Context: an optimization exercise on an open-source flow, tuned for small area. The choices shown serve that exercise and are no tape-out recipe. At most, simulation tests tie the RTL to the original design; equivalence was not proved. No activity file was given, so power comes from the tool's default toggle rates.

==> module cius_step, before the edit <==
module cius_step (
  input  logic [1:0]  phase,
  input  logic [31:0] off,
  input  logic [31:0] lo,
  input  logic [31:0] hi,
  input  logic        mg,
  input  logic [2:0]  ev,
  input  logic [31:0] expected_total,
  input  logic [7:0]  data_byte,
  input  logic        first_byte,
  output logic [1:0]  phase_nxt,
  output logic [31:0] off_nxt,
  output logic [31:0] lo_nxt,
  output logic [31:0] hi_nxt,
  output logic        mg_nxt,
  output logic [2:0]  ev_nxt,
  output logic [1:0]  dest_nxt
);
  logic        too_small;
  logic [1:0]  ph;
  logic        seg_start;
  logic        zero_off;
  logic [31:0] inc;
  logic [31:0] o;
  logic        pos4;
  logic        pos12;
  logic [31:0] fs_len;
  logic [31:0] fw_len;
  logic        fs_last;
  logic        fw_done;
  assign too_small = (expected_total <= 32'(HDR_LEN));
  assign ph        = first_byte ? (too_small ? PH_IDLE : PH_HEADER) : phase;
  assign seg_start = (ev == EV_HEADER_OK) || (ev == EV_FS_DONE);
  assign zero_off  = first_byte || (ph == PH_IDLE) || seg_start;
  always_comb begin
    logic c;
    for (int b = 0; b < 4; b++) begin
      c = 1'b1;
      for (int i = 0; i < 8*b; i++) c = c & off[i];
      for (int i = 8*b; i < 8*b + 8; i++) begin
        inc[i] = off[i] ^ c;
        c      = c & off[i];
      end
    end
  end
  assign o = zero_off ? 32'd0 : inc;
  assign pos4  = !first_byte && (off[3:0] == 4'd3);
  assign pos12 = !first_byte && (off[3:0] == 4'd11);
  assign fs_len = {hi[7:0], lo[31:8]};
  assign fw_len = {data_byte, hi[31:8]};
  localparam logic [33:0] SUM_K = 34'h3_FFFF_FFF2;
  logic [33:0] sx, sy, sz, su, sv;
  logic        sum_ok;
  assign sx = {2'b00, fs_len};
  assign sy = {2'b00, fw_len};
  assign sz = ~{2'b00, expected_total};
  assign su = sx ^ sy ^ sz;
  assign sv = {(sx[32:0] & sy[32:0]) | (sx[32:0] & sz[32:0]) | (sy[32:0] & sz[32:0]), 1'b0};
  always_comb begin
    sum_ok = !(su[0] ^ sv[0] ^ SUM_K[0]);
    for (int i = 1; i < 34; i++)
      sum_ok = sum_ok && ((su[i] ^ sv[i] ^ SUM_K[i])
                          == (SUM_K[i-1] ? (su[i-1] & sv[i-1]) : (su[i-1] | sv[i-1])));
  end
  logic [31:0] dl;
  logic        add2_eq;
  assign dl = off ^ lo;
  always_comb begin
    add2_eq = !dl[0] && dl[1];
    for (int i = 2; i < 32; i++)
      add2_eq = add2_eq && (dl[i] == (dl[i-1] && off[i-1]));
  end
  assign fs_last = seg_start ? (lo == 32'd1) : add2_eq;
  always_comb begin
    logic ge;
    ge = 1'b1;
    for (int i = 0; i < 32; i++)
      ge = (lo[i] && !expected_total[i]) || ((lo[i] == expected_total[i]) && ge);
    fw_done = ge;
  end
  logic [3:0]  k;
  logic [4:0]  lo_lsb;
  logic [31:0] lo_add;
  assign k      = fs_last ? 4'd14 : 4'd1;
  assign lo_lsb = {1'b0, lo[3:0]} + {1'b0, k};
  always_comb begin
    logic c;
    lo_add[3:0] = lo_lsb[3:0];
    for (int b = 0; b < 4; b++) begin
      c = lo_lsb[4];
      for (int i = 4; i < 4 + 7*b; i++) c = c & lo[i];
      for (int i = 4 + 7*b; i < 11 + 7*b; i++) begin
        lo_add[i] = lo[i] ^ c;
        c         = c & lo[i];
      end
    end
  end
  always_comb begin
    phase_nxt = ph;
    off_nxt   = o;
    lo_nxt    = lo;
    hi_nxt    = hi;
    mg_nxt    = mg;
    ev_nxt    = (first_byte && too_small) ? EV_TOO_SMALL : EV_NONE;
    dest_nxt  = DEST_DISCARD;
    case (ph)
      PH_HEADER: begin
        dest_nxt = DEST_HEADER;
        lo_nxt   = {hi[7:0], lo[31:8]};
        hi_nxt   = {data_byte, hi[31:8]};
        if (pos4) mg_nxt = ({data_byte, hi} == MAGIC_VER);
        if (pos12) begin
          if (!mg) begin
            ev_nxt    = EV_BAD_MAGIC;
            phase_nxt = PH_IDLE;
          end else if (fs_len == 32'd0 || fw_len == 32'd0
                       || !sum_ok) begin
            ev_nxt    = EV_MISMATCH;
            phase_nxt = PH_IDLE;
          end else begin
            ev_nxt    = EV_HEADER_OK;
            phase_nxt = PH_FS;
          end
        end
      end
      PH_FS: begin
        dest_nxt = DEST_FS;
        if (fs_last) begin
          ev_nxt    = EV_FS_DONE;
          phase_nxt = PH_FW;
          lo_nxt    = lo_add;
        end
      end
      PH_FW: begin
        dest_nxt = DEST_FW;
        lo_nxt   = lo_add;
        if (fw_done) begin
          ev_nxt    = EV_DONE;
          phase_nxt = PH_IDLE;
        end
      end
      default: begin
      end
    endcase
  end
endmodule
clock: 6.0 ns
lec_check: 0
cap_margin: 20
core_margin: 2
core_utilization: 40
slew_margin: 20
run.sh (not shown) runs the stock make flow with config.mk's settings and CLKGATE_MAP_FILE= SYNTH_SCRIPT=/design/flow/synth_recipe.tcl, a recipe that flattens the netlist after the stock synthesis.
The starting point ran to the end with violations: negative setup slack.
==> next run, changes <==
--- a/flow/design.v
+++ b/flow/design.v
@@ -74,13 +74,15 @@
   assign too_small = (expected_total <= 32'(HDR_LEN));
   assign ph        = first_byte ? (too_small ? PH_IDLE : PH_HEADER) : phase;
   assign seg_start = (ev == EV_HEADER_OK) || (ev == EV_FS_DONE);
   assign zero_off  = first_byte || (ph == PH_IDLE) || seg_start;
+  logic [3:0] off_bp;
   always_comb begin
     logic c;
+    for (int b = 0; b < 4; b++) off_bp[b] = &off[8*b +: 8];
     for (int b = 0; b < 4; b++) begin
       c = 1'b1;
-      for (int i = 0; i < 8*b; i++) c = c & off[i];
+      for (int j = 0; j < b; j++) c = c & off_bp[j];
       for (int i = 8*b; i < 8*b + 8; i++) begin
         inc[i] = off[i] ^ c;
         c      = c & off[i];
       end
@@ -125,14 +127,16 @@
   logic [4:0]  lo_lsb;
   logic [31:0] lo_add;
   assign k      = fs_last ? 4'd14 : 4'd1;
   assign lo_lsb = {1'b0, lo[3:0]} + {1'b0, k};
+  logic [3:0] lo_bp;
   always_comb begin
     logic c;
+    for (int b = 0; b < 4; b++) lo_bp[b] = &lo[4 + 7*b +: 7];
     lo_add[3:0] = lo_lsb[3:0];
     for (int b = 0; b < 4; b++) begin
       c = lo_lsb[4];
-      for (int i = 4; i < 4 + 7*b; i++) c = c & lo[i];
+      for (int j = 0; j < b; j++) c = c & lo_bp[j];
       for (int i = 4 + 7*b; i < 11 + 7*b; i++) begin
         lo_add[i] = lo[i] ^ c;
         c         = c & lo[i];
       end
Result: With this change the flow ran to the end with no violations; routed wire length went down by roughly a tenth; cell area went down by roughly a tenth; utilization went down by 6.2 points; hold slack barely changes; total power went down by a few percent; final cell count went down by a few percent; synthesized cell count went down slightly; setup slack gets better by 1800 ps; die area went down slightly; clock-buffer cell count went down by 1; area after synthesis went down slightly; combinational power went down by about a fifth; first-iteration DRC count went down by about a fifth; maximum frequency went up by a quarter to a third.
Function not checked in the first run of this note: the RTL went through the layout flow alone.

[port drivers added, routing unchanged]
How much do the figures lean on ideal ports? The routed layouts below were timed once more, with nothing changed but the port constraints. Step 1 assumes that a clkbuf_16 drives the clock port and a buf_2 every other input. Step 2 times the ports against the registers' clock, not the clock port: input delays grow and output delays shrink by t, the midpoint of the rising clock arrivals with the driver on. a / b / c = ideal ports / drivers / drivers and shift; a / b = the first two.
run | t, ns | setup WS [ns] | worst hold slack (ns) | worst setup path after step 2 | cell pins on the clock port's net
the first run | 0.483 | -1.207 / -1.207 / -1.207 | 0.457 / 0.457 / 0.457 | register to register | 1
the second run | 0.473 | 0.603 / 0.603 / 0.603 | 0.458 / 0.458 / 0.458 | register to register | 1
